This is an optimization exercise on Yosys and OpenROAD, whose aim is a short achievable clock period and few clock cycles, not a production implementation.
In this exercise RTL edits were held to simulation tests only and were not proved equivalent to the original.
No activity file was given, so power comes from the tool's default toggle rates.

### flow/flow/run.sh
#!/bin/bash
# Standard ORFS layout (the standard.sh: standard synthesis, floorplan,
# placement, CTS, routing, finish), with repair aiming further below the
# clock period and sized port buffers. All tool output is in make.log here
# and in ORFS's own logs under orfs/logs.
set -euo pipefail
bash standard.sh \
  SETUP_SLACK_MARGIN=6.5 \
  TNS_END_PERCENT=100 \
  MATCH_CELL_FOOTPRINT=0 \
  "BUFFER_PORTS_ARGS=-buffer_cell sky130_fd_sc_hd__buf_4" \
  finish > make.log 2>&1
### flow/standard.sh
#!/bin/bash
# synth_recipe.tcl (not shown) runs the flow's synth.tcl, then flattens the netlist and writes it again
# the make line also repeats each setting of config.mk as NAME=value (left out here)
make -C /OpenROAD-flow-scripts/flow DESIGN_CONFIG=/design/flow/config.mk WORK_HOME=/design/flow/orfs CLKGATE_MAP_FILE= SYNTH_SCRIPT=/design/flow/synth_recipe.tcl "${@:-finish}"
### flow/config.mk
export PLATFORM = sky130hd
export DESIGN_NAME = cpu_core
export DESIGN_NICKNAME = cpu_core
export VERILOG_FILES = /design/flow/design.v
export SDC_FILE = /design/flow/constraint.sdc
export NUM_CORES = 4
export LEC_CHECK = 0
export CAP_MARGIN = 20
export CORE_MARGIN = 2
export CORE_UTILIZATION = 40
export SLEW_MARGIN = 20
### flow/constraint.sdc
create_clock -name core_clock -period 9.0 [get_ports {clk}]
set_input_delay 1.8000 -clock core_clock [delete_from_list [all_inputs] [get_ports {clk}]]
set_output_delay 1.8000 -clock core_clock [all_outputs]
set_load 0.01 [all_outputs]
### flow/design.v
`default_nettype none
package cpu_pkg;
    typedef logic [15:0] word_t;      
    typedef logic [31:0] instr_t;     
    typedef logic [3:0]  reg_idx_t;   
    localparam logic [5:0] OP_R_TYPE  = 6'h00;
    localparam logic [5:0] OP_LOAD    = 6'h01;
    localparam logic [5:0] OP_STORE   = 6'h02;
    localparam logic [5:0] OP_J       = 6'h03;
    localparam logic [5:0] OP_JAL     = 6'h04;
    localparam logic [5:0] OP_BEQ     = 6'h05;
    localparam logic [5:0] OP_BNE     = 6'h06;
    localparam logic [5:0] OP_JT      = 6'h07;
    localparam logic [5:0] OP_JF      = 6'h08;
    localparam logic [5:0] OP_LOADLIT = 6'h09;
    localparam logic [5:0] OP_ADDI    = 6'h0a;
    localparam logic [5:0] OP_ANDI    = 6'h0b;
    localparam logic [5:0] OP_ORI     = 6'h0c;
    localparam logic [5:0] OP_SLTI    = 6'h0d;
    localparam logic [5:0] FN_JR  = 6'h08;
    localparam logic [5:0] FN_ADD = 6'h20;
    localparam logic [5:0] FN_SUB = 6'h22;
    localparam logic [5:0] FN_AND = 6'h24;
    localparam logic [5:0] FN_OR  = 6'h25;
    localparam logic [5:0] FN_SLT = 6'h2a;
    typedef struct packed {
        logic add;
        logic sub;
        logic andl;
        logic orl;
        logic slt;
        logic pass;
    } aluop_t;
endpackage
`default_nettype wire
`timescale 1ns/10ps
`default_nettype none
module control_unit (
    input  cpu_pkg::instr_t  instr,
    output cpu_pkg::aluop_t  aluop,
    output logic             use_rs,       
    output logic             use_rt,       
    output logic             b_imm,        
    output logic             b_link,       
    output logic             reg_write,    
    output cpu_pkg::reg_idx_t dst,
    output logic             flag_write,
    output logic             is_load,
    output logic             is_store,
    output logic             is_jimm,      
    output logic             is_jreg,      
    output logic             is_branch,
    output logic             br_true,      
    output logic             br_inv        
);
    logic [5:0] op;
    logic [5:0] fn;
    logic       o_r, o_ld, o_st, o_j, o_jal, o_beq, o_bne, o_jt, o_jf;
    logic       o_lit, o_addi, o_andi, o_ori, o_slti;
    logic       f_jr, f_add, f_sub, f_and, f_or, f_slt;
    logic       r_add, r_sub, r_and, r_or, r_slt, r_alu;
    assign op = instr[31:26];
    assign fn = instr[5:0];
    assign o_r    = (op == cpu_pkg::OP_R_TYPE);
    assign o_ld   = (op == cpu_pkg::OP_LOAD);
    assign o_st   = (op == cpu_pkg::OP_STORE);
    assign o_j    = (op == cpu_pkg::OP_J);
    assign o_jal  = (op == cpu_pkg::OP_JAL);
    assign o_beq  = (op == cpu_pkg::OP_BEQ);
    assign o_bne  = (op == cpu_pkg::OP_BNE);
    assign o_jt   = (op == cpu_pkg::OP_JT);
    assign o_jf   = (op == cpu_pkg::OP_JF);
    assign o_lit  = (op == cpu_pkg::OP_LOADLIT);
    assign o_addi = (op == cpu_pkg::OP_ADDI);
    assign o_andi = (op == cpu_pkg::OP_ANDI);
    assign o_ori  = (op == cpu_pkg::OP_ORI);
    assign o_slti = (op == cpu_pkg::OP_SLTI);
    assign f_jr  = (fn == cpu_pkg::FN_JR);
    assign f_add = (fn == cpu_pkg::FN_ADD);
    assign f_sub = (fn == cpu_pkg::FN_SUB);
    assign f_and = (fn == cpu_pkg::FN_AND);
    assign f_or  = (fn == cpu_pkg::FN_OR);
    assign f_slt = (fn == cpu_pkg::FN_SLT);
    assign r_add = o_r && f_add;
    assign r_sub = o_r && f_sub;
    assign r_and = o_r && f_and;
    assign r_or  = o_r && f_or;
    assign r_slt = o_r && f_slt;
    assign r_alu = r_add || r_sub || r_and || r_or || r_slt;
    assign aluop.add  = r_add || o_addi || o_ld || o_st;
    assign aluop.sub  = r_sub;
    assign aluop.andl = r_and || o_andi;
    assign aluop.orl  = r_or  || o_ori;
    assign aluop.slt  = r_slt || o_slti;
    assign aluop.pass = o_lit || o_jal;
    assign is_load   = o_ld;
    assign is_store  = o_st;
    assign is_jimm   = o_j;
    assign is_jreg   = o_jal || (o_r && f_jr);
    assign is_branch = o_beq || o_bne || o_jt || o_jf;
    assign br_true   = o_jt || o_jf;
    assign br_inv    = o_bne || o_jf;
    assign use_rs = r_alu || o_ld || o_st || is_jreg || o_addi || o_andi || o_ori || o_slti;
    assign use_rt = r_alu || o_st;
    assign b_imm  = o_lit || o_addi || o_andi || o_ori || o_slti || o_ld || o_st;
    assign b_link = o_jal;
    assign reg_write  = r_alu || o_lit || o_addi || o_andi || o_ori || o_slti || o_jal;
    assign flag_write = r_alu || o_addi || o_andi || o_ori || o_slti;
    always_comb begin
        if (r_alu)      dst = instr[15:12];
        else if (o_jal) dst = 4'd15;
        else            dst = instr[21:18];
    end
endmodule
`default_nettype wire
`timescale 1ns/10ps
`default_nettype none
module cycle_fsm (
    input  logic  clk,
    input  logic  arst_n,
    input  logic  issue_load,
    input  logic  issue_store,
    input  cpu_pkg::word_t    addr,
    input  cpu_pkg::word_t    wdata,
    input  cpu_pkg::reg_idx_t load_dst,
    output cpu_pkg::word_t    dmem_addr,
    output cpu_pkg::word_t    dmem_wdata,
    output logic  dmem_we,
    output logic  dmem_re,            
    output cpu_pkg::reg_idx_t req_dst,    
    output logic  data_valid,         
    output cpu_pkg::reg_idx_t data_dst
);
    always_ff @(posedge clk or negedge arst_n) begin
        if (!arst_n) begin
            dmem_we    <= 1'b0;
            dmem_re    <= 1'b0;
            data_valid <= 1'b0;
        end else begin
            dmem_we    <= issue_store;
            dmem_re    <= issue_load;
            data_valid <= dmem_re;
        end
    end
    always_ff @(posedge clk) begin
        dmem_addr  <= addr;
        dmem_wdata <= wdata;
        req_dst    <= load_dst;
        data_dst   <= req_dst;
    end
endmodule
`default_nettype wire
`timescale 1ns/10ps
`default_nettype none
module program_counter (
    input  logic  clk,
    input  logic  arst_n,
    input  logic  redirect_f0,        
    input  logic  redirect_f1,        
    input  logic  flag,               
    input  cpu_pkg::word_t redirect_addr,
    input  logic  hold,               
    input  logic  early_jump,         
    input  cpu_pkg::word_t early_target,
    input  logic  install,            
    input  cpu_pkg::word_t install_key,
    input  cpu_pkg::word_t install_tgt,
    output cpu_pkg::word_t fetch_addr,
    output cpu_pkg::word_t arr_pc,    
    output logic  arr_valid,          
    output logic  arr_pred            
);
    logic           btb_valid;
    cpu_pkg::word_t btb_key;
    cpu_pkg::word_t btb_tgt;
    logic           ins_pending;
    cpu_pkg::word_t ins_key;
    cpu_pkg::word_t ins_tgt;
    cpu_pkg::word_t fetch_reg;
    cpu_pkg::word_t jump_reg;
    cpu_pkg::word_t fetch_inc;
    logic           hit;
    logic           refetch;
    cpu_pkg::word_t early_addr;
    cpu_pkg::word_t next_addr;
    logic           next_valid;
    logic           redirect;
    assign fetch_addr = jump_reg | fetch_reg;
    assign fetch_inc  = fetch_addr + cpu_pkg::word_t'(1);
    assign hit        = btb_valid && (btb_key == fetch_addr);
    assign refetch    = hold && arr_valid;
    assign early_addr = refetch ? arr_pc : (hit ? btb_tgt : fetch_inc);
    assign redirect   = flag ? redirect_f1 : redirect_f0;
    assign next_addr  = flag ? (redirect_f1 ? redirect_addr : early_addr)
                             : (redirect_f0 ? redirect_addr : early_addr);
    assign next_valid = !redirect && !refetch && !early_jump;
    always_ff @(posedge clk or negedge arst_n) begin
        if (!arst_n) begin
            fetch_reg   <= '0;
            jump_reg    <= '0;
            arr_valid   <= 1'b0;
            arr_pred    <= 1'b0;
            btb_valid   <= 1'b0;
            ins_pending <= 1'b0;
        end else begin
            fetch_reg   <= next_addr & {16{!early_jump}};
            jump_reg    <= early_target & {16{early_jump}};
            arr_valid   <= next_valid;
            arr_pred    <= next_valid && hit;
            ins_pending <= install;
            if (ins_pending) begin
                btb_valid <= 1'b1;
            end
        end
    end
    always_ff @(posedge clk) begin
        arr_pc   <= fetch_addr;
        ins_key  <= install_key;
        ins_tgt  <= install_tgt;
        if (ins_pending) begin
            btb_key <= ins_key;
            btb_tgt <= ins_tgt;
        end
    end
endmodule
`default_nettype wire
`timescale 1ns/10ps
`default_nettype none
module register_file (
    input  logic     clk,
    input  logic     arst_n,
    input  logic [15:0]       rs_sel,     
    input  logic [15:0]       rt_sel,     
    input  logic     we_a,
    input  cpu_pkg::reg_idx_t wr_a,
    input  cpu_pkg::word_t    wd_a,
    input  logic     we_b,
    input  cpu_pkg::reg_idx_t wr_b,
    input  cpu_pkg::word_t    wd_b,
    output cpu_pkg::word_t    rs_data,
    output cpu_pkg::word_t    rt_data,
    output cpu_pkg::word_t    r15_data    
);
    cpu_pkg::word_t regs [16];
    always_ff @(posedge clk or negedge arst_n) begin
        if (!arst_n) begin
            for (int i = 0; i < 16; i++) begin
                regs[i] <= '0;
            end
        end else begin
            for (int i = 0; i < 16; i++) begin
                if (we_a && wr_a == cpu_pkg::reg_idx_t'(i)) begin
                    regs[i] <= wd_a;
                end else if (we_b && wr_b == cpu_pkg::reg_idx_t'(i)) begin
                    regs[i] <= wd_b;
                end
            end
        end
    end
    assign r15_data = regs[15];
    always_comb begin
        rs_data = '0;
        rt_data = '0;
        for (int i = 0; i < 16; i++) begin
            rs_data = rs_data | ({16{rs_sel[i]}} & regs[i]);
            rt_data = rt_data | ({16{rt_sel[i]}} & regs[i]);
        end
    end
endmodule
`default_nettype wire
`timescale 1ns/10ps
`default_nettype none
module alu_flags (
    input  logic  clk,
    input  logic  arst_n,
    input  cpu_pkg::aluop_t op,
    input  logic  flag_en,            
    input  logic  test_true,          
    input  cpu_pkg::word_t a,
    input  cpu_pkg::word_t b,
    output cpu_pkg::word_t result,
    output logic  flag_now            
);
    cpu_pkg::word_t bx;                 
    cpu_pkg::word_t g [5];              
    cpu_pkg::word_t p [5];              
    cpu_pkg::word_t carry;              
    cpu_pkg::word_t gs [5];             
    cpu_pkg::word_t ps [5];
    cpu_pkg::word_t borrow;             
    cpu_pkg::word_t sum;                
    cpu_pkg::word_t diff;               
    cpu_pkg::word_t lt_t [5];           
    cpu_pkg::word_t eq_t [5];           
    logic  lt;
    cpu_pkg::word_t carry_z;            
    logic  zero_add;
    logic  zero_next;
    logic  true_next;
    logic  zero_flag;
    logic  true_flag;
    assign bx = ~b;
    always_comb begin
        g[0] = a & b;
        p[0] = a ^ b;
        for (int l = 0; l < 4; l++) begin
            for (int i = 0; i < 16; i++) begin
                if (((i >> l) & 1) == 1) begin
                    g[l+1][i] = g[l][i] | (p[l][i] & g[l][((i >> l) << l) - 1]);
                    p[l+1][i] = p[l][i] & p[l][((i >> l) << l) - 1];
                end else begin
                    g[l+1][i] = g[l][i];
                    p[l+1][i] = p[l][i];
                end
            end
        end
        carry[0] = 1'b0;
        for (int i = 1; i < 16; i++) begin
            carry[i] = g[4][i-1];
        end
        gs[0] = a & bx;
        ps[0] = a ^ bx;
        for (int l = 0; l < 4; l++) begin
            for (int i = 0; i < 16; i++) begin
                if (((i >> l) & 1) == 1) begin
                    gs[l+1][i] = gs[l][i] | (ps[l][i] & gs[l][((i >> l) << l) - 1]);
                    ps[l+1][i] = ps[l][i] & ps[l][((i >> l) << l) - 1];
                end else begin
                    gs[l+1][i] = gs[l][i];
                    ps[l+1][i] = ps[l][i];
                end
            end
        end
        borrow[0] = 1'b1;
        for (int i = 1; i < 16; i++) begin
            borrow[i] = gs[4][i-1] | ps[4][i-1];
        end
    end
    assign sum  = p[0] ^ carry;
    assign diff = ps[0] ^ borrow;
    always_comb begin
        lt_t[0] = ~a & b;
        lt_t[0][15] = a[15] & ~b[15];
        eq_t[0] = ~(a ^ b);
        for (int l = 0; l < 4; l++) begin
            for (int i = 0; i < 16; i++) begin
                if (((i >> l) & 1) == 1) begin
                    lt_t[l+1][i] = lt_t[l][i] | (eq_t[l][i] & lt_t[l][((i >> l) << l) - 1]);
                    eq_t[l+1][i] = eq_t[l][i] & eq_t[l][((i >> l) << l) - 1];
                end else begin
                    lt_t[l+1][i] = lt_t[l][i];
                    eq_t[l+1][i] = eq_t[l][i];
                end
            end
        end
    end
    assign lt = lt_t[4][15];
    always_comb begin
        result = '0;
        if (op.add)  result = result | sum;
        if (op.sub)  result = result | diff;
        if (op.andl) result = result | (a & b);
        if (op.orl)  result = result | (a | b);
        if (op.slt)  result = result | {15'd0, lt};
        if (op.pass) result = result | b;
    end
    assign carry_z  = {a[14:0] | b[14:0], 1'b0};
    assign zero_add = ((a ^ b) == carry_z);
    assign zero_next = (op.add  && zero_add) ||
                       (op.sub  && (a == b)) ||
                       (op.andl && ((a & b) == '0)) ||
                       (op.orl  && ((a | b) == '0)) ||
                       (op.slt  && !lt);
    assign true_next = ((op.add || op.sub) && (a[0] ^ b[0])) ||
                       (op.andl && a[0] && b[0]) ||
                       (op.orl  && (a[0] || b[0])) ||
                       (op.slt  && lt);
    always_ff @(posedge clk or negedge arst_n) begin
        if (!arst_n) begin
            zero_flag <= 1'b0;
            true_flag <= 1'b0;
        end else if (flag_en) begin
            zero_flag <= zero_next;
            true_flag <= true_next;
        end
    end
    assign flag_now = (flag_en && !test_true && zero_next) ||
                      (flag_en &&  test_true && true_next) ||
                      (!flag_en && !test_true && zero_flag) ||
                      (!flag_en &&  test_true && true_flag);
endmodule
`default_nettype wire
`timescale 1ns/10ps
`default_nettype none
module cpu_core #(
    parameter cpu_pkg::word_t RESET_PC = '0
) (
    input  logic   clk,
    input  logic   arst_n,
    output cpu_pkg::word_t  imem_addr,         
    input  cpu_pkg::instr_t imem_rdata,
    output cpu_pkg::word_t  dmem_addr,
    output cpu_pkg::word_t  dmem_wdata,
    output logic   dmem_we,           
    output logic   dmem_re,           
    input  cpu_pkg::word_t  dmem_rdata
);
    cpu_pkg::word_t    arr_pc;
    logic              arr_valid, arr_pred;
    cpu_pkg::aluop_t   aluop0;
    logic              use_rs0, use_rt0, b_imm0, b_link0, reg_write0, flag_write0;
    logic              is_load0, is_store0, is_jimm0, is_jreg0, is_branch0, br_true0, br_inv0;
    cpu_pkg::reg_idx_t dst0;
    cpu_pkg::reg_idx_t rs0;
    logic              lit_hit, r15_ok, r_safe, early_jump;
    cpu_pkg::word_t    early_target, rf_r15;
    logic              r_v, r_pred;
    cpu_pkg::word_t    r_pc, r_pcinc, r_imm;
    cpu_pkg::reg_idx_t r_rs, r_rt, r_dst;
    logic [15:0]       r_rs_sel, r_rt_sel;
    cpu_pkg::aluop_t   r_aluop;
    logic              r_use_rs, r_use_rt, r_b_imm, r_b_link, r_reg_write, r_flag_write;
    logic              r_is_load, r_is_store, r_is_jimm, r_is_jreg, r_is_branch, r_br_true, r_br_inv;
    cpu_pkg::word_t    rf_rs, rf_rt;
    logic              fwd_ex_a, fwd_ex_b, fwd_wb_a, fwd_wb_b, fwd_ld_a, fwd_ld_b;
    logic              m_e_a, m_e_b, m_q_a, m_q_b, m_l_a, m_l_b;
    cpu_pkg::reg_idx_t n_rs, n_rt;
    cpu_pkg::word_t    opa, opb, rs_jump;
    logic              stall_load, stall_jump, stall, go;
    logic              flag, taken_f0, taken_f1, taken;
    logic              redirect_f0, redirect_f1;
    cpu_pkg::word_t    target, redirect_addr;
    logic              redirect, install;
    logic              e_v;
    cpu_pkg::word_t    e_opa, e_opb;
    cpu_pkg::aluop_t   e_aluop;
    logic              e_reg_write, e_flag_write, e_load, e_store;
    cpu_pkg::word_t    e_wd;
    cpu_pkg::reg_idx_t e_dst;
    cpu_pkg::word_t    e_res;
    logic              w_v;               
    cpu_pkg::reg_idx_t w_dst;
    cpu_pkg::word_t    w_res;
    logic              req_load;          
    cpu_pkg::reg_idx_t req_dst;
    logic              ld_valid;          
    cpu_pkg::reg_idx_t ld_dst;
    program_counter i_program_counter (
        .clk, .arst_n,
        .redirect_f0,
        .redirect_f1,
        .flag,
        .redirect_addr,
        .hold        (stall),
        .early_jump,
        .early_target,
        .install,
        .install_key (r_pc),
        .install_tgt (target),
        .fetch_addr  (imem_addr),
        .arr_pc,
        .arr_valid,
        .arr_pred
    );
    control_unit i_control_unit (
        .instr      (imem_rdata),
        .aluop      (aluop0),
        .use_rs     (use_rs0),
        .use_rt     (use_rt0),
        .b_imm      (b_imm0),
        .b_link     (b_link0),
        .reg_write  (reg_write0),
        .dst        (dst0),
        .flag_write (flag_write0),
        .is_load    (is_load0),
        .is_store   (is_store0),
        .is_jimm    (is_jimm0),
        .is_jreg    (is_jreg0),
        .is_branch  (is_branch0),
        .br_true    (br_true0),
        .br_inv     (br_inv0)
    );
    always_ff @(posedge clk or negedge arst_n) begin
        if (!arst_n) begin
            r_v <= 1'b0;
        end else if (!stall) begin
            r_v <= arr_valid && !redirect;
        end
    end
    always_ff @(posedge clk) begin
        if (!stall) begin
            r_pred       <= arr_pred || early_jump;
            r_pc         <= arr_pc;
            r_pcinc      <= arr_pc + cpu_pkg::word_t'(1);
            r_imm        <= imem_rdata[15:0];
            r_rs         <= imem_rdata[25:22];
            r_rt         <= imem_rdata[21:18];
            r_rs_sel     <= 16'd1 << imem_rdata[25:22];
            r_rt_sel     <= 16'd1 << imem_rdata[21:18];
            r_dst        <= dst0;
            r_aluop      <= aluop0;
            r_use_rs     <= use_rs0;
            r_use_rt     <= use_rt0;
            r_b_imm      <= b_imm0;
            r_b_link     <= b_link0;
            r_reg_write  <= reg_write0;
            r_flag_write <= flag_write0;
            r_is_load    <= is_load0;
            r_is_store   <= is_store0;
            r_is_jimm    <= is_jimm0;
            r_is_jreg    <= is_jreg0;
            r_is_branch  <= is_branch0;
            r_br_true    <= br_true0;
            r_br_inv     <= br_inv0;
        end
    end
    assign rs0     = imem_rdata[25:22];
    assign lit_hit = r_v && r_aluop.pass && !r_b_link && r_dst == rs0;
    assign r15_ok  = rs0 == 4'd15 &&
                     !(r_v && (r_reg_write || r_is_load) && r_dst == 4'd15) &&
                     !(e_v && (e_reg_write || e_load) && e_dst == 4'd15) &&
                     !(w_v && w_dst == 4'd15) &&
                     !(req_load && req_dst == 4'd15) &&
                     !(ld_valid && ld_dst == 4'd15);
    assign r_safe = !(r_v && (r_is_branch || ((r_is_jimm || r_is_jreg) && !r_pred)));
    assign early_jump = arr_valid && !arr_pred && !stall && r_safe &&
                        (is_jimm0 || (is_jreg0 && (lit_hit || r15_ok)));
    assign early_target = is_jimm0 ? imem_rdata[15:0] : (lit_hit ? r_imm : rf_r15);
    register_file i_register_file (
        .clk, .arst_n,
        .rs_sel      (r_rs_sel),
        .rt_sel      (r_rt_sel),
        .we_a        (w_v),
        .wr_a        (w_dst),
        .wd_a        (w_res),
        .we_b        (ld_valid),
        .wr_b        (ld_dst),
        .wd_b        (dmem_rdata),
        .rs_data     (rf_rs),
        .rt_data     (rf_rt),
        .r15_data    (rf_r15)
    );
    assign n_rs = stall ? r_rs : imem_rdata[25:22];
    assign n_rt = stall ? r_rt : imem_rdata[21:18];
    always_ff @(posedge clk) begin
        m_e_a <= n_rs == r_dst;
        m_e_b <= n_rt == r_dst;
        m_q_a <= n_rs == e_dst;
        m_q_b <= n_rt == e_dst;
        m_l_a <= n_rs == req_dst;
        m_l_b <= n_rt == req_dst;
    end
    assign fwd_ex_a = e_v && e_reg_write && m_e_a;
    assign fwd_ex_b = e_v && e_reg_write && m_e_b;
    assign fwd_wb_a = w_v && m_q_a;
    assign fwd_wb_b = w_v && m_q_b;
    assign fwd_ld_a = ld_valid && m_l_a;
    assign fwd_ld_b = ld_valid && m_l_b;
    always_comb begin
        if (fwd_ex_a)      opa = e_res;
        else if (fwd_wb_a) opa = w_res;
        else if (fwd_ld_a) opa = dmem_rdata;
        else               opa = rf_rs;
        if (fwd_ex_b)      opb = e_res;
        else if (fwd_wb_b) opb = w_res;
        else if (fwd_ld_b) opb = dmem_rdata;
        else               opb = rf_rt;
    end
    assign rs_jump    = fwd_ex_a ? e_opb : (fwd_wb_a ? w_res : rf_rs);
    assign stall_jump = r_is_jreg && (fwd_ex_a ? !e_aluop.pass : (!fwd_wb_a && fwd_ld_a));
    assign stall_load = (e_v && e_load &&
                         ((r_use_rs && m_e_a) || (r_use_rt && m_e_b))) ||
                        (req_load &&
                         ((r_use_rs && m_q_a) || (r_use_rt && m_q_b)));
    assign stall = r_v && (stall_jump || stall_load);
    assign go    = r_v && !stall;
    assign taken_f0 = r_is_jimm || r_is_jreg || (r_is_branch && r_br_inv);
    assign taken_f1 = r_is_jimm || r_is_jreg || (r_is_branch && !r_br_inv);
    assign taken    = flag ? taken_f1 : taken_f0;
    assign target = r_is_jreg ? rs_jump : (r_is_jimm ? r_imm : r_pcinc + r_imm);
    assign redirect_f0   = go && (taken_f0 ^ r_pred);
    assign redirect_f1   = go && (taken_f1 ^ r_pred);
    assign redirect      = flag ? redirect_f1 : redirect_f0;
    assign redirect_addr = r_pred ? r_pcinc : target;
    assign install       = go && taken && !r_pred && (r_is_jimm || r_is_branch);
    assign dmem_re = req_load;
    cycle_fsm i_cycle_fsm (
        .clk, .arst_n,
        .issue_load  (e_v && e_load),
        .issue_store (e_v && e_store),
        .addr        (e_res),
        .wdata       (e_wd),
        .load_dst    (e_dst),
        .dmem_addr,
        .dmem_wdata,
        .dmem_we,
        .dmem_re     (req_load),
        .req_dst,
        .data_valid  (ld_valid),
        .data_dst    (ld_dst)
    );
    always_ff @(posedge clk or negedge arst_n) begin
        if (!arst_n) begin
            e_v <= 1'b0;
        end else begin
            e_v <= go && (r_reg_write || r_flag_write || r_is_load || r_is_store);
        end
    end
    always_ff @(posedge clk) begin
        e_opa        <= opa;
        e_opb        <= r_b_link ? r_pcinc : (r_b_imm ? r_imm : opb);
        e_aluop      <= r_aluop;
        e_reg_write  <= r_reg_write;
        e_flag_write <= r_flag_write;
        e_dst        <= r_dst;
        e_load       <= r_is_load;
        e_store      <= r_is_store;
        e_wd         <= opb;
    end
    always_ff @(posedge clk or negedge arst_n) begin
        if (!arst_n) begin
            w_v <= 1'b0;
        end else begin
            w_v <= e_v && e_reg_write;
        end
    end
    always_ff @(posedge clk) begin
        w_dst <= e_dst;
        w_res <= e_res;
    end
    alu_flags i_alu_flags (
        .clk, .arst_n,
        .op        (e_aluop),
        .flag_en   (e_v && e_flag_write),
        .a         (e_opa),
        .b         (e_opb),
        .result    (e_res),
        .test_true (r_br_true),
        .flag_now  (flag)
    );
endmodule
`default_nettype wire
==> results of run 1 <==
timing repair:
item	CTS	global route
pin swaps	107	102
setup endpoints to repair	468	462
hold endpoints to repair	0	0
hold buffers	0	0
gates cloned	10	5
gates resized for setup	387	201
setup buffers	186	80
worst paths after layout:
| kind | to | startpoint | slack, ps |
|---|---|---|---|
| max | r_use_rs | imem_rdata[30] | 5440 |
| min | i_cycle_fsm.dmem_wdata[5] | e_wd[5] | 310 |
| max reg2reg | i_program_counter.fetch_reg[15] | e_opa[9] | 5580 |
| min reg2reg | i_cycle_fsm.dmem_wdata[5] | e_wd[5] | 310 |
| max in group asynchronous | i_register_file.regs[15][0] | arst_n | 6760 |
| min in group asynchronous | i_register_file.regs[2][4] | arst_n | 1190 |
cells by family after synthesis:
family                     after synthesis  synth area share
and+or+nand+nor                        921             0.131
muxes                                  308            0.0966
xor gates and xnor gates               102            0.0279
buffers and inverters                  395            0.0473
adders and majority gates               86            0.0350
AOI/OAI and AO/OA                      952             0.197
DFF                                    600             0.465
layer usage:
layer / track usage / vias to the layer above / wire length (microns)
li1: - / 12700 / -
met5: 0 / - / 13
met2: 0.434 / 1809 / 54700
met4: 0.157 / 2 / 7530
met1: 0.429 / 14300 / 53700
met3: 0.0850 / 469 / 14800
power by group through the flow:
| stage | combinational (mW) | clock [mW] | sequential (mW) |
|---|---|---|---|
| after floorplan | 1.45 | 0 | 3.48 |
| after global placement | 1.95 | 0 | 3.70 |
| after detailed placement | 1.97 | 0 | 3.71 |
| after CTS | 2.60 | 3.02 | 3.59 |
| after global routing | 3.17 | 3.13 | 3.65 |
| final | 2.97 | 2.98 | 3.61 |
cells in the final DEF, fill, tap and decap left out, types with 20 or more instances in the layout:
master | netlist | routed
nand4_1 | 50 | 50
ha_4 | 0 | 25
ha_1 | 80 | 50
buf_4 | 3 | 308
o21ai_0 | 180 | 130
dfxtp_2 | 0 | 34
nand2_1 | 288 | 277
nand2b_1 | 30 | 24
xnor2_1 | 71 | 70
inv_1 | 99 | 60
nor3_1 | 41 | 28
a22o_1 | 77 | 77
o211ai_1 | 33 | 33
a21oi_1 | 255 | 235
nand3_1 | 37 | 32
a211oi_1 | 45 | 25
mux2i_1 | 303 | 293
nor2_1 | 339 | 303
dfxtp_4 | 0 | 29
nor2_4 | 0 | 20
xor2_1 | 31 | 30
a221oi_1 | 74 | 73
o21ai_1 | 22 | 54
edfxtp_1 | 136 | 136
buf_6 | 1 | 114
inv_2 | 2 | 33
dfrtp_1 | 300 | 293
nor4_1 | 25 | 21
clkbuf_16 | 0 | 82
and3_1 | 32 | 28
dfxtp_1 | 164 | 101
a22oi_1 | 115 | 115
metrics by stage:
| stage | instance area (sq um) | cells | total power, mW |
|---|---|---|---|
| floorplan | 32800 | 3364 | 4.93 |
| global route | 41200 | 4711 | 9.95 |
| CTS | 39700 | 4623 | 9.21 |
| finish | 41200 | 4711 | 9.57 |
| global placement | 34100 | 4298 | 5.65 |
| detailed placement | 34100 | 4298 | 5.67 |
area by class of cell:
cell class | count | share of cell area
multi-input combinational | 2372 | 0.431
sequential | 600 | 0.365
timing repair buffer | 454 | 0.104
clock buffer | 102 | 0.0501
tap | 1050 | 0.0319
inverter | 103 | 0.0101
clock inverter | 27 | 0.00816
antenna | 3 | 0.000182
critical path: cells and delay by family:
kind                   cells  cell delay [ps]
AOI/OAI and AO/OA          1               90
and+or+nand+nor            4              770
buffers and inverters     12             1410
==> out/qor.log, run 1 <==
INFO  floorplan      dieWidth=287microns
INFO  timing         peak_freq=0.281GHz
INFO  clock_tree     numCtsBuffers=70
INFO  timing         share_of_the_clock_period_used_by_the_worst_path=0.396
INFO  placed_design  gp_routability_congestion=0.945
INFO  logic_synthesis yosys.cell_types.count=84
INFO  power          combPwrFrac=0.311
INFO  clock_tree     clock_latency_reported_for_the_late_side_of_the_worst_skew_pair=630ps
INFO  timing         finalSetupTns=0ps
INFO  logic_synthesis syn-instance-count=3,364
INFO  logic_synthesis synth_top_cells_by_count=339 x nor2_1, 303 x mux2i_1, 300 x dfrtp_1, 288 x nand2_1, 255 x a21oi_1
INFO  detailed_routing drtPass1Iterations=7
INFO  floorplan      dieArea=82,200squm
INFO  layout         syn2layout_area_growth=28.9%
INFO  timing         hold_violations=0
INFO  logic_synthesis yosys.cell_count.top_type=nor2_1
INFO  grt            grt_antenna_before_repair=6
INFO  critical_path  crit_path_required_time=9500ps
INFO  clock_tree     cts_htree_levels=3
INFO  detailed_routing finalWirelength=131mm
INFO  placed_design  post-dp-hpwl=81.8mm
INFO  logic_synthesis synth-seq-area-share=0.465
INFO  timing         final.hold.worst_slack=314ps
INFO  logic_synthesis most_used_flip_flop_cell_after_synthesis=dfrtp_1
INFO  timing         timing_worst_slew_pin_value=1180ps
INFO  placed_design  preCtsSetupSlack=4290ps
INFO  floorplan      core_area=79,100squm
INFO  logic_synthesis ys_top_cells_by_area=dfrtp_1 23%, edfxtp_1 13%, dfxtp_1 10%
INFO  critical_path  arrival=4070ps
INFO  detailed_routing route.detailed.vias_per_inst=6.21
INFO  layout         multiInputGateArea=17,800squm
INFO  critical_path  crit_path_max_fanout=3
INFO  layout         final.fill_count=7,089
INFO  clock_tree     clkSlewWorstSetupHoldPaths=60ps
INFO  logic_synthesis synthesis.area=32,000squm
INFO  timing         min_clock_period_post_route=3560ps
INFO  power          sequentialPowerShare=0.377
INFO  layout         sequential_cell_area=15,000squm
INFO  floorplan      io_pins=100
INFO  timing         rsz0062_at_grt=yes
INFO  power          power.density=232nW/um^2
INFO  clock_tree     clockBufferDepth=3
INFO  logic_synthesis yosys.area.top_type_share=0.235
INFO  logic_synthesis ys_seq_elements=600
INFO  timing         max_slew_margin=0.215
INFO  grt            grt_start_max_net_pins=142
INFO  timing         fin_worst_skew=20.5ps
INFO  grt            grt_overflow_total=0
INFO  grt            grt_pass1_vias=27,500
INFO  critical_path  reg2regPathDepth=14
INFO  power          power.switching_fraction=0.331
INFO  floorplan      die_height=287microns
INFO  timing         final-setup-viol-count=0
INFO  logic_synthesis syn_avg_cell_area=9.51squm
INFO  critical_path  critPathKind=input port to flop
INFO  detailed_routing postRouteAntennaNets=0
INFO  critical_path  timing.critical_path.cells=buf_8 -> nor4_4 -> nand2_2 -> buf_4 -> buf_6 -> buf_6 -> buf_4 -> buf_4 -> buf_4 -> buf_6 -> buf_6 -> buf_6 -> buf_6 -> nor2b_4 -> buf_6 -> a31o_4 -> or3b_4
INFO  timing         layout_setup_ws=5440ps
INFO  critical_path  cp-start-kind=input port
INFO  timing         number_of_pins_exceeding_their_max_slew_limit_in_the_final_report=0
INFO  floorplan      core.rowCount=103
INFO  logic_synthesis synth.yosys.warnings=13
INFO  critical_path  critPathCaptureType=flop
INFO  clock_tree     clock-root-buffer=clkbuf_16
INFO  detailed_routing routedWlPerCell=27.8microns
INFO  clock_tree     cts.sink_count=600
INFO  power          internal-power=6.40mW
INFO  critical_path  cpPeakStageDelay=330ps
INFO  grt            track_usage=0.307
INFO  hold_path      hold_path.class=flop to flop
INFO  layout         layout-drive-gt1-share=0.267
INFO  grt            grt_first_pass_wirelength=186mm
INFO  power          irDropWorstVdd=0.157mV
INFO  power          net-switching-power=3.17mW
INFO  outcome        outcome=complete, no violations
INFO  placed_design  portBuffers=97
INFO  detailed_routing drcViolationCount=0
INFO  power          clock_power_share=0.312
INFO  detailed_routing drt_iter0_markers=3,742
INFO  clock_tree     cts_tree=yes
INFO  run            max_cap_viol_count=0
INFO  layout         fin_util=0.521
INFO  logic_synthesis synth-edff-count=136
INFO  floorplan      floorplan.initialDensity=0.404
INFO  layout         numnets_final=3,737
INFO  layout         largest_register_ffs=256
INFO  logic_synthesis synth_fp_nets=3,500
INFO  logic_synthesis synth_top_cell_by_area=dfrtp_1
INFO  power          leakage=16.5nW
INFO  critical_path  cpMaxStageDelayCell=nor4_4
INFO  critical_path  timing.critical_path.mode_cell=buf_6
INFO  layout         register_name_with_the_most_flops=i_register_file.regs
INFO  hold_path      worst_hold_path.num_cells=0
INFO  logic_synthesis ys_async_sr_fraction=0.500
INFO  detailed_routing via_count=29,300
Testbench counts, summed over its fixed seeds: cycles 10,525.
==> run 2, diff against run 1 <==
--- a/flow/flow/run.sh
+++ b/flow/flow/run.sh
@@ -5,7 +5,7 @@
 # and in ORFS's own logs under orfs/logs.
 set -euo pipefail
 bash standard.sh \
-  SETUP_SLACK_MARGIN=6.5 \
+  SETUP_SLACK_MARGIN=6 \
   TNS_END_PERCENT=100 \
   MATCH_CELL_FOOTPRINT=0 \
   "BUFFER_PORTS_ARGS=-buffer_cell sky130_fd_sc_hd__buf_4" \
==> run 2 against run 1 <==
Count of clock-buffer cells in the layout decreased by 5; clock power fell by 3%; hold slack improved by 12 ps; non-clock buffer count is 120 lower; via count decreased by 1.9%; final area down 6.0%; synthesized area stayed put; wire length hardly changed; maximum frequency up 2.9%; sequential share of layout area up 2.2 points; critical endpoint is now i_program_counter.fetch_reg[6].
==> out/qor.log, run 2 <==
INFO  power          internal-power=6.09mW [-4.9%]
INFO  logic_synthesis synth_top_cell_by_area=dfrtp_1
INFO  timing         timing_worst_slew_pin_value=1210ps [+33.9 ps]
INFO  clock_tree     cts.hold.buffers_added=0 [unchanged]
INFO  timing         final.hold.worst_slack=325ps [+11.9 ps]
INFO  clock_tree     cts.sink_count=600 [unchanged]
INFO  grt            grt_antenna_before_repair=5 [-1]
INFO  power          power.switching_fraction=0.333 [+0.00214]
INFO  floorplan      core_area=79,100squm [unchanged]
INFO  logic_synthesis ys_top_cells_by_area=dfrtp_1 23%, edfxtp_1 13%, dfxtp_1 10%
INFO  logic_synthesis ys_async_sr_fraction=0.500 [unchanged]
INFO  layout         stdcell_area=38,800squm [-6.0%]
INFO  run            max_cap_viol_count=0 [unchanged]
INFO  timing         rsz0062_at_grt=yes
INFO  logic_synthesis yosys.cell_types.count=84 [unchanged]
INFO  logic_synthesis most_used_flip_flop_cell_after_synthesis=dfrtp_1
INFO  power          combPwrFrac=0.288 [-0.023]
INFO  clock_tree     clkSlewWorstSetupHoldPaths=60ps [about the same]
INFO  floorplan      dieArea=82,200squm [unchanged]
INFO  placed_design  portBuffers=97 [unchanged]
INFO  timing         finalSetupTns=0ps [unchanged]
INFO  logic_synthesis synthesis.area=32,000squm [unchanged]
INFO  power          report.power.total=9.13mW [-4.6%]
INFO  layout         multiInputGateArea=17,000squm [-4.5%]
INFO  layout         layout-drive-gt1-share=0.205 [-0.0621]
INFO  detailed_routing via_count=28,700 [-1.9%]
INFO  timing         max_slew_margin=0.192 [-0.0226]
INFO  timing         fin_worst_skew=20.5ps [-0.0326 ps]
INFO  grt            grt_pass1_vias=27,000 [-1.8%]
INFO  logic_synthesis yosys.area.top_type_share=0.235 [unchanged]
INFO  placed_design  post-dp-hpwl=83.9mm [+2.5%]
INFO  detailed_routing route.detailed.vias_per_inst=6.27 [+0.89%]
INFO  logic_synthesis syn-instance-count=3,364 [unchanged]
INFO  critical_path  cp-start-kind=input port
INFO  grt            grt_overflow_total=0 [unchanged]
INFO  detailed_routing finalWirelength=131mm [about the same]
INFO  logic_synthesis synth_fp_nets=3,500 [unchanged]
INFO  layout         sequential_cell_area=15,000squm [-0.28%]
INFO  timing         hold_violations=0 [unchanged]
INFO  placed_design  gp_routability_congestion=0.970 [+2.6%]
INFO  placed_design  post-place-cells=4,308 [+0.23%]
INFO  floorplan      io_pins=100 [unchanged]
INFO  layout         most-common-layout-cells=311 x nor2_1, 292 x mux2i_1, 290 x dfrtp_1
INFO  timing         final-setup-viol-count=0 [unchanged]
INFO  detailed_routing drtPass1Iterations=6 [-1]
INFO  logic_synthesis synth_top_cells_by_count=339 x nor2_1, 303 x mux2i_1, 300 x dfrtp_1, 288 x nand2_1, 255 x a21oi_1
INFO  critical_path  crit_path_max_fanout=7 [+4]
INFO  clock_tree     clock_latency_reported_for_the_late_side_of_the_worst_skew_pair=630ps [about the same]
INFO  layout         final_common_cell=nor2_1
INFO  layout         final_cell_count_no_fill=4,582 [-2.7%]
INFO  power          power.density=235nW/um^2 [+1.4%]
INFO  clock_tree     numCtsBuffers=68 [-2.9%]
INFO  outcome        outcome=complete, no violations
INFO  logic_synthesis synth-edff-count=136 [unchanged]
INFO  grt            grt_first_pass_wirelength=187mm [+0.35%]
INFO  critical_path  critPathKind=input port to flop
INFO  clock_tree     clockBufferDepth=3 [unchanged]
INFO  logic_synthesis synth-seq-area-share=0.465 [unchanged]
INFO  detailed_routing postRouteAntennaNets=0 [unchanged]
INFO  detailed_routing drt_iter0_markers=3,678 [-1.7%]
INFO  detailed_routing drcViolationCount=0 [unchanged]
INFO  logic_synthesis ys_seq_elements=600 [unchanged]
INFO  logic_synthesis syn_avg_cell_area=9.51squm [unchanged]
INFO  layout         syn2layout_area_growth=21.2%
INFO  clock_tree     clock-root-buffer=clkbuf_16
INFO  floorplan      core.rowCount=103 [unchanged]
INFO  layout         register_name_with_the_most_flops=i_register_file.regs
INFO  clock_tree     cts_tree=yes
INFO  timing         number_of_pins_exceeding_their_max_slew_limit_in_the_final_report=0 [unchanged]
INFO  floorplan      floorplan.initialDensity=0.404 [unchanged]
INFO  power          sequentialPowerShare=0.395 [+0.018]
INFO  power          net-switching-power=3.04mW [-4.0%]
INFO  power          irDropWorstVdd=0.132mV [-16%]
INFO  grt            grt_start_max_net_pins=163 [+15%]
INFO  timing         peak_freq=0.289GHz [+2.9%]
INFO  timing         min_clock_period_post_route=3460ps [-102 ps]
INFO  detailed_routing routedWlPerCell=28.6microns [+2.9%]
INFO  placed_design  dpl_cell_area=33,800squm [-0.88%]
INFO  critical_path  arrival=3970ps [-100 ps]
INFO  layout         final.fill_count=7,309 [+3.1%]
INFO  layout         largest_register_ffs=256 [unchanged]
INFO  logic_synthesis synth.yosys.warnings=13 [unchanged]
INFO  critical_path  crit_path_required_time=9510ps [about the same]
INFO  grt            track_usage=0.309 [+0.00238]
INFO  power          leakage=15.4nW [-6.3%]
INFO  logic_synthesis yosys.cell_count.top_type=nor2_1
INFO  hold_path      hold_path.class=flop to flop
INFO  layout         numnets_final=3,615 [-3.3%]
INFO  floorplan      dieWidth=287microns [unchanged]
INFO  timing         share_of_the_clock_period_used_by_the_worst_path=0.385 [-0.0113]
INFO  floorplan      die_height=287microns [unchanged]
INFO  power          clock_power_share=0.316 [+0.004]
INFO  clock_tree     cts_htree_levels=3 [unchanged]
INFO  critical_path  critPathCaptureType=flop
==> run 2: cell counts after synthesis <==
No cell type changed its count.
==> run 2: per-stage QoR <==
stage,worst slack [ps],utilization
after global routing,5450,0.490
after global placement,4440,0.427
after floorplan,5070,-
final,5540,0.490
after CTS,5600,0.479
after detailed placement,4410,0.427
==> run 2: cell type report <==
type                       count  share of cell area
inverter                     103              0.0101
multi-input combinational   2372               0.438
antenna                        1           0.0000646
tap                         1050              0.0339
clock buffer                  97              0.0493
timing repair buffer         334              0.0727
clock inverter                25             0.00946
sequential                   600               0.387
==> run 2: final timing paths <==
kind	slack, ps	start	depth (start not counted)	to
max in group asynchronous	6340	arst_n	2	i_program_counter.jump_reg[11]
max	5540	imem_rdata[30]	10	i_program_counter.fetch_reg[6]
min in group asynchronous	1140	arst_n	1	i_register_file.regs[12][13]
max reg2reg	5560	e_opa[0]	13	i_program_counter.fetch_reg[4]
min	330	e_wd[8]	0	i_cycle_fsm.dmem_wdata[8]
min reg2reg	330	e_wd[8]	0	i_cycle_fsm.dmem_wdata[8]
==> run 2: timing repair <==
action                     in CTS  in global routing
setup endpoints to repair     184                154
gates cloned                    2                  1
gates resized for setup       282                120
pin swaps                      63                 67
buffers inserted              109                 39
==> run 2: metal layers <==
metal,GRT usage,vias to the layer above,wire [microns],part of all wire
li1,-,12500,-,-
met3,0.0827,518,15700,0.12
met4,0.163,8,8270,0.063
met1,0.416,13900,51200,0.39
met2,0.455,1833,55700,0.43
met5,0.00640,-,109,0.00083
==> run 2: worst max-delay path, cell delays in order <==
cell and delay, ps:
buf_8 100, nor4_4 310, nand2_1 130, or3_4 360
o41ai_4 300, o21ai_2 120, a221oi_2 320, buf_6 210
a211oi_2 50, mux2_4 270
==> run 2: cell families (layout without fill, tap and decap cells) <==
| family | Yosys count | after routing | share of synthesized area |
|---|---|---|---|
| compound gates | 952 | 952 | 0.197 |
| xor+xnor | 102 | 102 | 0.0279 |
| simple gates | 921 | 924 | 0.131 |
| other cells | 0 | 1 | 0 |
| mux | 308 | 308 | 0.0966 |
| buf+inv | 395 | 559 | 0.0473 |
| flops | 600 | 600 | 0.465 |
| fa+ha+maj | 86 | 86 | 0.0350 |
==> run 2: power by group through the flow <==
stage	registers [mW]	logic (mW)	clock network (mW)
finish	3.61	2.63	2.89
global placement	3.67	1.91	0
detailed placement	3.68	1.92	0
CTS	3.60	2.37	2.92
floorplan	3.47	1.38	0
global route	3.64	2.82	3.02
==> run 3, diff against run 2 <==
--- a/flow/config.mk
+++ b/flow/config.mk
@@ -8,4 +8,5 @@
 export CAP_MARGIN = 20
 export CORE_MARGIN = 2
 export CORE_UTILIZATION = 40
+export GPL_ROUTABILITY_DRIVEN = 0
 export SLEW_MARGIN = 20
==> run 3 against run 2 <==
Power grew 0.47%; count of clock-buffer cells in the layout grew 5; maximum frequency shrank 2.3%; sequential share of layout area shrank 0.090 points; sequential cell count is the same; setup slack lost 83 ps; synthesized area is the same; via count is essentially flat; hold slack lost 2.1 ps; wire length shrank 0.42%; register-to-register slack gained 20 ps; utilization grew 0.15 points; critical path type unchanged.
==> out/qor.log, run 3 <==
INFO  floorplan      core_area=79,100squm [unchanged]
INFO  detailed_routing drcViolationCount=0 [unchanged]
INFO  floorplan      core.rowCount=103 [unchanged]
INFO  clock_tree     clock-root-buffer=clkbuf_16
INFO  logic_synthesis yosys.cell_types.count=84 [unchanged]
INFO  logic_synthesis synth_top_cell_by_area=dfrtp_1
INFO  power          clock_power_share=0.322 [+0.006]
INFO  detailed_routing route.detailed.vias_per_inst=6.27 [about the same]
INFO  layout         final_common_cell=nor2_1
INFO  power          internal-power=6.11mW [+0.35%]
INFO  grt            track_usage=0.309 [about the same]
INFO  clock_tree     clockBufferDepth=3 [unchanged]
INFO  logic_synthesis synth-seq-area-share=0.465 [unchanged]
INFO  logic_synthesis yosys.area.top_type_share=0.235 [unchanged]
INFO  floorplan      dieArea=82,200squm [unchanged]
INFO  floorplan      dieWidth=287microns [unchanged]
INFO  critical_path  worstReg2RegStart=r_rs_sel[4]
INFO  floorplan      floorplan.initialDensity=0.404 [unchanged]
INFO  clock_tree     cts.hold.buffers_added=0 [unchanged]
INFO  clock_tree     numCtsBuffers=70 [+2.9%]
INFO  timing         share_of_the_clock_period_used_by_the_worst_path=0.394 [+0.00918]
INFO  clock_tree     cts_tree=yes
INFO  timing         number_of_pins_exceeding_their_max_slew_limit_in_the_final_report=0 [unchanged]
INFO  logic_synthesis most_used_flip_flop_cell_after_synthesis=dfrtp_1
INFO  logic_synthesis synth-edff-count=136 [unchanged]
INFO  critical_path  arrival=4060ps [+90 ps]
INFO  clock_tree     cts.sink_count=600 [unchanged]
INFO  logic_synthesis yosys.cell_count.top_type=nor2_1
INFO  layout         syn2layout_area_growth=21.5%
INFO  logic_synthesis synthesis.area=32,000squm [unchanged]
INFO  hold_path      hold_path.class=flop to flop
INFO  timing         final-setup-viol-count=0 [unchanged]
INFO  grt            grt_start_max_net_pins=115 [-29%]
INFO  timing         fin_worst_skew=34.6ps [+14.1 ps]
INFO  logic_synthesis synth.yosys.warnings=13 [unchanged]
INFO  critical_path  critPathKind=input port to flop
INFO  layout         numnets_final=3,612 [-0.083%]
INFO  power          combPwrFrac=0.284 [-0.004]
INFO  detailed_routing routedWlPerCell=28.4microns [-0.51%]
INFO  placed_design  portBuffers=97 [unchanged]
INFO  detailed_routing drt_iter0_markers=3,992 [+8.5%]
INFO  power          power.switching_fraction=0.334 [+0.000784]
INFO  timing         min_clock_period_post_route=3550ps [+82.6 ps]
INFO  power          sequentialPowerShare=0.394 [about the same]
INFO  logic_synthesis ys_top_cells_by_area=dfrtp_1 23%, edfxtp_1 13%, dfxtp_1 10%
INFO  layout         final_cell_count_no_fill=4,586 [+0.087%]
INFO  logic_synthesis syn_avg_cell_area=9.51squm [unchanged]
INFO  logic_synthesis synth_top_cells_by_count=339 x nor2_1, 303 x mux2i_1, 300 x dfrtp_1, 288 x nand2_1, 255 x a21oi_1
INFO  detailed_routing drtPass1Iterations=7 [+1]
INFO  power          power.density=236nW/um^2 [+0.17%]
INFO  timing         timing_worst_slew_pin_value=1220ps [+11.5 ps]
INFO  placed_design  post-dp-hpwl=84.5mm [+0.77%]
INFO  detailed_routing postRouteAntennaNets=0 [unchanged]
INFO  logic_synthesis ys_async_sr_fraction=0.500 [unchanged]
INFO  clock_tree     clock_latency_reported_for_the_late_side_of_the_worst_skew_pair=650ps [+20 ps]
INFO  critical_path  timing.critical_path.from=imem_rdata[30]
INFO  power          irDropWorstVdd=0.130mV [-1.9%]
INFO  layout         register_name_with_the_most_flops=i_register_file.regs
INFO  timing         finalSetupTns=0ps [unchanged]
INFO  detailed_routing via_count=28,700 [+0.042%]
INFO  detailed_routing finalWirelength=130mm [-0.42%]
INFO  clock_tree     cts_htree_levels=3 [unchanged]
INFO  floorplan      io_pins=100 [unchanged]
INFO  layout         most-common-layout-cells=312 x nor2_1, 293 x mux2i_1, 289 x dfrtp_1
INFO  timing         rsz0062_at_grt=yes
INFO  logic_synthesis synth_fp_nets=3,500 [unchanged]
INFO  timing         peak_freq=0.282GHz [-2.3%]
INFO  power          net-switching-power=3.06mW [+0.71%]
INFO  layout         layout-drive-gt1-share=0.207 [+0.00215]
INFO  timing         hold_violations=0 [unchanged]
INFO  grt            grt_antenna_before_repair=8 [+3]
INFO  placed_design  post-place-cells=4,310 [+0.046%]
INFO  critical_path  crit_path_max_fanout=5 [-2]
INFO  power          leakage=15.5nW [+0.38%]
INFO  outcome        outcome=complete, no violations
INFO  logic_synthesis ys_seq_elements=600 [unchanged]
INFO  critical_path  crit_path_required_time=9520ps [about the same]
INFO  logic_synthesis syn-instance-count=3,364 [unchanged]
INFO  grt            grt_overflow_total=0 [unchanged]
INFO  grt            grt_first_pass_wirelength=187mm [-0.20%]
INFO  clock_tree     clkSlewWorstSetupHoldPaths=60ps [about the same]
INFO  run            max_cap_viol_count=0 [unchanged]
INFO  layout         largest_register_ffs=256 [unchanged]
INFO  critical_path  r2r_slack=5580ps [+20 ps]
INFO  timing         max_slew_margin=0.178 [-0.0146]
INFO  grt            grt_pass1_vias=26,900 [-0.36%]
INFO  floorplan      die_height=287microns [unchanged]
INFO  critical_path  critPathCaptureType=flop
INFO  critical_path  cp-start-kind=input port
INFO  timing         final.hold.worst_slack=323ps [-2.13 ps]
INFO  hold_path      hp-start=e_wd[14]
==> run 3: cell counts after synthesis <==
No cell type changed its count.
==> run 3: path summary, 6_finish.rpt <==
check                                             endpoint  cells past startpoint
min reg2reg                     i_cycle_fsm.dmem_wdata[14]                      0
min in group asynchronous       i_register_file.regs[4][6]                      1
max in group asynchronous       i_register_file.regs[0][5]                      3
min                             i_cycle_fsm.dmem_wdata[14]                      0
max reg2reg                i_program_counter.fetch_reg[15]                     10
max                         i_program_counter.fetch_reg[6]                     11
==> run 3: worst max-delay path, stage by stage <==
cell,delay (ps)
buf_8,100
nor4_4,280
nand2_1,120
or3_4,360
o41ai_4,310
o21ai_2,150
a221oi_4,340
buf_4,170
buf_12,120
a211oi_1,40
mux2_2,260
==> run 3: logic make-up (layout without fill, tap and decap cells) <==
family	count (synthesis)	in the layout	synth area share
compound gates	952	952	0.197
xor+xnor	102	102	0.0279
fa+ha+maj	86	86	0.0350
buf+inv	395	562	0.0473
flops	600	600	0.465
mux	308	308	0.0966
other cells	0	3	0
simple gates	921	923	0.131
==> run 3: final cells by class <==
type / count / area [sq um]
Antenna cell: 3 / 7.51
Clock buffer: 102 / 2040
Clock inverter: 27 / 320
Fill cell: 7237 / 40200
Inverter: 103 / 399
Multi-Input combinational cell: 2371 / 17000
Sequential cell: 600 / 15000
Tap cell: 1050 / 1310
Timing Repair Buffer: 330 / 2810
==> run 3: power by group through the flow <==
stage | sequential, mW | combinational, mW | clock (mW)
floorplan | 3.47 | 1.38 | 0
global placement | 3.68 | 1.90 | 0
detailed placement | 3.68 | 1.92 | 0
CTS | 3.60 | 2.36 | 2.98
global route | 3.65 | 2.79 | 3.08
finish | 3.61 | 2.60 | 2.95
==> run 3: per-layer routing <==
layer | share of wire | GRT usage | wire length [microns] | up-vias
met5 | 0.00069 | 0.00465 | 90 | -
met4 | 0.065 | 0.173 | 8440 | 8
met3 | 0.12 | 0.0905 | 15500 | 519
met2 | 0.42 | 0.451 | 55200 | 1936
met1 | 0.39 | 0.410 | 51100 | 13800
li1 | - | - | - | 12500
==> run 3: metrics by stage <==
stage | setup slack, ps | utilization | power (mW) | cell area (sq um)
final | 5450 | 0.491 | 9.17 | 38900
after global routing | 5340 | 0.491 | 9.52 | 38900
after CTS | 5530 | 0.481 | 8.94 | 38100
after floorplan | 5070 | - | 4.85 | 32100
after detailed placement | 4060 | 0.427 | 5.60 | 33800
after global placement | 4090 | 0.427 | 5.57 | 33800
==> run 3: repair_timing <==
item | in CTS | in global routing
buffers inserted | 96 | 43
resized for setup | 308 | 110
pin swaps | 64 | 73
setup endpoints to repair | 206 | 177
cloned | 3 | 0
==> run 4, diff against run 3 <==
--- a/flow/design.v
+++ b/flow/design.v
@@ -407,15 +407,13 @@
 );
     cpu_pkg::word_t    arr_pc;
     logic              arr_valid, arr_pred;
-    cpu_pkg::aluop_t   aluop0;
-    logic              use_rs0, use_rt0, b_imm0, b_link0, reg_write0, flag_write0;
-    logic              is_load0, is_store0, is_jimm0, is_jreg0, is_branch0, br_true0, br_inv0;
-    cpu_pkg::reg_idx_t dst0;
+    logic              is_jimm0, is_jreg0;
     cpu_pkg::reg_idx_t rs0;
     logic              lit_hit, r15_ok, r_safe, early_jump;
     cpu_pkg::word_t    early_target, rf_r15;
     logic              r_v, r_pred;
     cpu_pkg::word_t    r_pc, r_pcinc, r_imm;
+    cpu_pkg::instr_t   r_ir;
     cpu_pkg::reg_idx_t r_rs, r_rt, r_dst;
     logic [15:0]       r_rs_sel, r_rt_sel;
     cpu_pkg::aluop_t   r_aluop;
@@ -462,24 +460,30 @@
         .arr_valid,
         .arr_pred
     );
+    assign r_imm = r_ir[15:0];
+    assign r_rs  = r_ir[25:22];
+    assign r_rt  = r_ir[21:18];
     control_unit i_control_unit (
-        .instr      (imem_rdata),
-        .aluop      (aluop0),
-        .use_rs     (use_rs0),
-        .use_rt     (use_rt0),
-        .b_imm      (b_imm0),
-        .b_link     (b_link0),
-        .reg_write  (reg_write0),
-        .dst        (dst0),
-        .flag_write (flag_write0),
-        .is_load    (is_load0),
-        .is_store   (is_store0),
-        .is_jimm    (is_jimm0),
-        .is_jreg    (is_jreg0),
-        .is_branch  (is_branch0),
-        .br_true    (br_true0),
-        .br_inv     (br_inv0)
+        .instr      (r_ir),
+        .aluop      (r_aluop),
+        .use_rs     (r_use_rs),
+        .use_rt     (r_use_rt),
+        .b_imm      (r_b_imm),
+        .b_link     (r_b_link),
+        .reg_write  (r_reg_write),
+        .dst        (r_dst),
+        .flag_write (r_flag_write),
+        .is_load    (r_is_load),
+        .is_store   (r_is_store),
+        .is_jimm    (r_is_jimm),
+        .is_jreg    (r_is_jreg),
+        .is_branch  (r_is_branch),
+        .br_true    (r_br_true),
+        .br_inv     (r_br_inv)
     );
+    assign is_jimm0 = imem_rdata[31:26] == cpu_pkg::OP_J;
+    assign is_jreg0 = imem_rdata[31:26] == cpu_pkg::OP_JAL ||
+                      (imem_rdata[31:26] == cpu_pkg::OP_R_TYPE && imem_rdata[5:0] == cpu_pkg::FN_JR);
     always_ff @(posedge clk or negedge arst_n) begin
         if (!arst_n) begin
             r_v <= 1'b0;
@@ -492,26 +496,9 @@
             r_pred       <= arr_pred || early_jump;
             r_pc         <= arr_pc;
             r_pcinc      <= arr_pc + cpu_pkg::word_t'(1);
-            r_imm        <= imem_rdata[15:0];
-            r_rs         <= imem_rdata[25:22];
-            r_rt         <= imem_rdata[21:18];
+            r_ir         <= imem_rdata;
             r_rs_sel     <= 16'd1 << imem_rdata[25:22];
             r_rt_sel     <= 16'd1 << imem_rdata[21:18];
-            r_dst        <= dst0;
-            r_aluop      <= aluop0;
-            r_use_rs     <= use_rs0;
-            r_use_rt     <= use_rt0;
-            r_b_imm      <= b_imm0;
-            r_b_link     <= b_link0;
-            r_reg_write  <= reg_write0;
-            r_flag_write <= flag_write0;
-            r_is_load    <= is_load0;
-            r_is_store   <= is_store0;
-            r_is_jimm    <= is_jimm0;
-            r_is_jreg    <= is_jreg0;
-            r_is_branch  <= is_branch0;
-            r_br_true    <= br_true0;
-            r_br_inv     <= br_inv0;
         end
     end
     assign rs0     = imem_rdata[25:22];
--- a/flow/config.mk
+++ b/flow/config.mk
@@ -8,5 +8,4 @@
 export CAP_MARGIN = 20
 export CORE_MARGIN = 2
 export CORE_UTILIZATION = 40
-export GPL_ROUTABILITY_DRIVEN = 0
 export SLEW_MARGIN = 20
==> run 4 against run 3 <==
Critical path depth grew 2; synthesized cell count decreased by 1.7%; clock power down 5%; still clean on timing, DRC and antenna; clock skew increased by 1.0 ps; register-to-register slack got worse by 280 ps; via count shrank 0.52%; sequential share of layout area down 0.76 points; sequential power is 4% lower.
==> out/qor.log, run 4 <==
INFO  outcome        outcome=complete, no violations
INFO  detailed_routing finalWirelength=131mm [+0.52%]
INFO  critical_path  reg2regPathDepth=13 [+3]
INFO  grt            track_usage=0.315 [+0.00563]
INFO  layout         layout-drive-gt1-share=0.211 [+0.00434]
INFO  timing         max_slew_margin=0.190 [+0.0128]
INFO  placed_design  post-dp-hpwl=83.1mm [-1.7%]
INFO  layout         largestRegisters=i_register_file.regs x256, r_ir x30
INFO  placed_design  gp_routability_congestion=1.01
INFO  power          leakage=15.4nW [-0.33%]
INFO  logic_synthesis yosys.cell_types.count=87 [+3.6%]
INFO  detailed_routing drcViolationCount=0 [unchanged]
INFO  logic_synthesis ys_seq_elements=583 [-2.8%]
INFO  timing         min_clock_period_post_route=3700ps [+151 ps]
INFO  timing         finalSetupTns=0ps [unchanged]
INFO  grt            grt_overflow_total=0 [unchanged]
INFO  run            max_cap_viol_count=0 [unchanged]
INFO  timing         hold_violations=0 [unchanged]
INFO  clock_tree     clockBufferDepth=3 [unchanged]
INFO  critical_path  r2r_slack=5300ps [-280 ps]
INFO  floorplan      dieWidth=285microns [-0.71%]
INFO  floorplan      core.rowCount=102 [-0.97%]
INFO  grt            grt_start_max_net_pins=168 [+46%]
INFO  hold_path      hold_path.class=flop to flop
INFO  logic_synthesis synth_top_cells_by_count=316 x nor2_1, 310 x mux2i_1, 300 x dfrtp_1, 281 x nand2_1, 274 x a21oi_1
INFO  timing         peak_freq=0.271GHz [-4.1%]
INFO  clock_tree     cts.sink_count=583 [-2.8%]
INFO  critical_path  cp-start-kind=flop
INFO  critical_path  reg2reg_to=i_program_counter.fetch_reg[14]
INFO  clock_tree     numCtsBuffers=67 [-4.3%]
INFO  timing         number_of_pins_exceeding_their_max_slew_limit_in_the_final_report=0 [unchanged]
INFO  detailed_routing postRouteAntennaNets=0 [unchanged]
INFO  layout         final.fill_count=7,059 [-2.5%]
INFO  logic_synthesis synth_fp_nets=3,444 [-1.6%]
INFO  grt            grt_pass1_vias=27,000 [+0.19%]
INFO  timing         timing_worst_slew_pin_value=1210ps [-8.78 ps]
INFO  logic_synthesis synth-edff-count=127 [-6.6%]
INFO  logic_synthesis syn-instance-count=3,307 [-1.7%]
INFO  layout         multiInputGateArea=17,000squm [-0.14%]
INFO  detailed_routing routedWlPerCell=28.8microns [+1.4%]
INFO  clock_tree     cts_tree=yes
INFO  clock_tree     cts.hold.buffers_added=0 [unchanged]
INFO  critical_path  arrival=4220ps [+160 ps]
INFO  logic_synthesis synth_top_cell_by_area=dfrtp_1
INFO  timing         share_of_the_clock_period_used_by_the_worst_path=0.411 [+0.0168]
INFO  detailed_routing route.detailed.vias_per_inst=6.29 [+0.36%]
INFO  clock_tree     cts_htree_levels=3 [unchanged]
INFO  timing         final-setup-viol-count=0 [unchanged]
INFO  logic_synthesis syn_avg_cell_area=9.53squm [+0.26%]
INFO  logic_synthesis synthesis.area=31,500squm [-1.4%]
INFO  logic_synthesis synth-seq-area-share=0.458 [-0.00688]
INFO  logic_synthesis ys_async_sr_fraction=0.515 [+0.0146]
INFO  grt            grt_first_pass_wirelength=188mm [+0.88%]
INFO  logic_synthesis yosys.area.top_type_share=0.238 [+0.00342]
INFO  layout         most-common-layout-cells=303 x buf_4, 295 x dfrtp_1, 289 x nor2_1
INFO  critical_path  critPathKind=flop to flop
INFO  critical_path  crit_path_max_fanout=5 [unchanged]
INFO  timing         rsz0062_at_grt=yes
INFO  hold_path      hp-start=r_pc[10]
INFO  floorplan      io_pins=100 [unchanged]
INFO  critical_path  timing.critical_path.from=e_opa[13]
INFO  layout         register_name_with_the_most_flops=i_register_file.regs
INFO  layout         sequential_cell_area=14,500squm [-3.0%]
INFO  power          report.power.total=8.74mW [-4.7%]
INFO  hold_path      min_delay_worst_endpoint=i_program_counter.ins_key[10]
INFO  layout         largest_register_ffs=256 [unchanged]
INFO  logic_synthesis synth.yosys.warnings=13 [unchanged]
INFO  power          power.density=227nW/um^2 [-3.7%]
INFO  critical_path  crit_path_required_time=9520ps [about the same]
INFO  critical_path  worstReg2RegStart=e_opa[13]
INFO  floorplan      dieArea=81,100squm [-1.4%]
INFO  layout         fin_util=0.495 [+0.00355]
INFO  clock_tree     clock-root-buffer=clkbuf_16
INFO  placed_design  portBuffers=97 [unchanged]
INFO  clock_tree     clkSlewWorstSetupHoldPaths=60ps [about the same]
INFO  detailed_routing drt_iter0_markers=3,969 [-0.58%]
INFO  hold_path      worst_hold_path.num_cells=0 [unchanged]
INFO  floorplan      floorplan.initialDensity=0.406 [+0.00141]
INFO  timing         layout_setup_ws=5300ps [-151 ps]
INFO  logic_synthesis most_used_flip_flop_cell_after_synthesis=dfrtp_1
INFO  logic_synthesis yosys.cell_count.top_type=nor2_1
INFO  placed_design  preCtsSetupSlack=3440ps [-615 ps]
INFO  detailed_routing drtPass1Iterations=9 [+2]
INFO  critical_path  critPathCaptureType=flop
INFO  detailed_routing via_count=28,600 [-0.52%]
INFO  timing         final.hold.worst_slack=316ps [-7.19 ps]
INFO  layout         final_common_cell=buf_4
INFO  floorplan      core_area=77,700squm [-1.8%]
INFO  floorplan      die_height=285microns [-0.71%]
INFO  layout         syn2layout_area_growth=22.0%
INFO  power          irDropWorstVdd=0.136mV [+5.2%]
INFO  logic_synthesis ys_top_cells_by_area=dfrtp_1 24%, edfxtp_1 12%, dfxtp_1 9.9%
INFO  layout         numnets_final=3,586 [-0.72%]
INFO  grt            grt_antenna_before_repair=6 [-2]
INFO  timing         fin_worst_skew=35.7ps [+1.04 ps]
INFO  clock_tree     clock_latency_reported_for_the_late_side_of_the_worst_skew_pair=640ps [about the same]
[run 4: area by class of cell]
| class | count | area share |
|---|---|---|
| clock inverters | 19 | 0.00498 |
| well taps | 1040 | 0.0338 |
| clock buffers | 104 | 0.0533 |
| inverters | 92 | 0.00904 |
| multi-input cells | 2349 | 0.441 |
| repair buffers | 356 | 0.0794 |
| diodes | 3 | 0.000195 |
| flip-flops and latches | 583 | 0.378 |
[run 4: how the worst max path moves through the flow]
stage	end	slack [ps]	depth (start not counted)
floorplan	i_program_counter.jump_reg[5]	5440	7
global placement	m_e_a	3490	10
detailed placement	m_e_a	3440	10
CTS	i_program_counter.fetch_reg[14]	5340	13
global route	i_program_counter.fetch_reg[14]	5220	13
finish	i_program_counter.fetch_reg[14]	5300	13
[run 4: timing repair]
item                       CTS  global route
setup endpoints to repair  218           123
pin swaps                   51            45
cloned                       9             2
buffers inserted           131            32
gates resized for setup    274            72
[run 4: worst max-delay path, cell delays in order, from the launching register on]
cell and delay (ps):
dfxtp_1 380, inv_1 100, ha_4 280, or3_4 410, or3_4 420, a211oi_4 280, buf_4 170, nor4_4 50
a31o_1 220, a211o_4 300, or4_4 550, nand2_8 130, buf_6 110, mux2i_2 200
[run 4: logic make-up (layout without fill, tap and decap cells)]
group | Yosys count | after routing | share of synthesized area
AOI/OAI and AO/OA | 942 | 942 | 0.200
and+or+nand+nor | 885 | 887 | 0.127
DFF | 583 | 583 | 0.458
buffers and inverters | 377 | 571 | 0.0458
muxes | 319 | 319 | 0.102
xor gates and xnor gates | 114 | 114 | 0.0317
adders and majority gates | 87 | 87 | 0.0357
other | 0 | 3 | 0
[run 4: stage by stage]
stage	cells	cell area [sq um]
final	4546	38500
after global routing	4545	38500
after floorplan	3307	31800
after detailed placement	4244	33400
after global placement	4244	33400
after CTS	4507	37800
[run 4: routing by layer]
metal / wire length [microns] / part of all wire / track usage
met2: 54400 / 0.41 / 0.447
met4: 7960 / 0.061 / 0.174
met5: 105 / 0.00080 / 0.00291
met1: 52600 / 0.40 / 0.419
met3: 16000 / 0.12 / 0.108
[run 4: report_power, final]
part | internal (mW) | switching (mW) | total (mW)
logic | 1.10 | 1.38 | 2.48
clock network | 1.64 | 1.17 | 2.81
registers | 3.12 | 0.336 | 3.45
total | 5.86 | 2.88 | 8.74
Testbench counts of run 4, summed over its fixed seeds: cycles 10,525.

## static timing again, ports no longer ideal
The results above use ideal ports. As a check the final layouts listed here were re-extracted and re-timed, cells and wires unchanged. Step 1 (the two cells are an assumption about what drives the block):
set clk [get_ports {clk}]
set_driving_cell -lib_cell sky130_fd_sc_hd__clkbuf_16 $clk
set_driving_cell -lib_cell sky130_fd_sc_hd__buf_2 [delete_from_list [all_inputs] $clk]
Step 2 moves the port delays by t, midway between the first and last clock arrival at a register: inputs arrive t later, outputs are due t later. That takes back most of the time a late clock gives input paths. a / b / c = no drivers / after step 1 / after step 2; a / b = the first two.
| run | shift t [ns] | slack for setup (ns) | worst setup path after step 2 | latest minus earliest clock arrival (ns) | worst data-port slew with drivers (ns) |
|---|---|---|---|---|---|
| run 1 | 0.694 | 5.435 / 5.462 / 4.769 | input to register | 0.023 / 0.023 | 0.11 |
| run 2 | 0.689 | 5.537 / 5.558 / 4.873 | input to register | 0.022 / 0.022 | 0.12 |
| run 3 | 0.699 | 5.454 / 5.483 / 4.784 | input to register | 0.038 / 0.038 | 0.13 |
| run 4 | 0.689 | 5.304 / 5.304 / 5.093 | input to register | 0.036 / 0.036 | 0.13 |
After both steps every run listed still meets setup and hold. The setup slack of run 3, which loses most, moves by +0.029 ns with the drivers and by -0.670 ns with both steps.
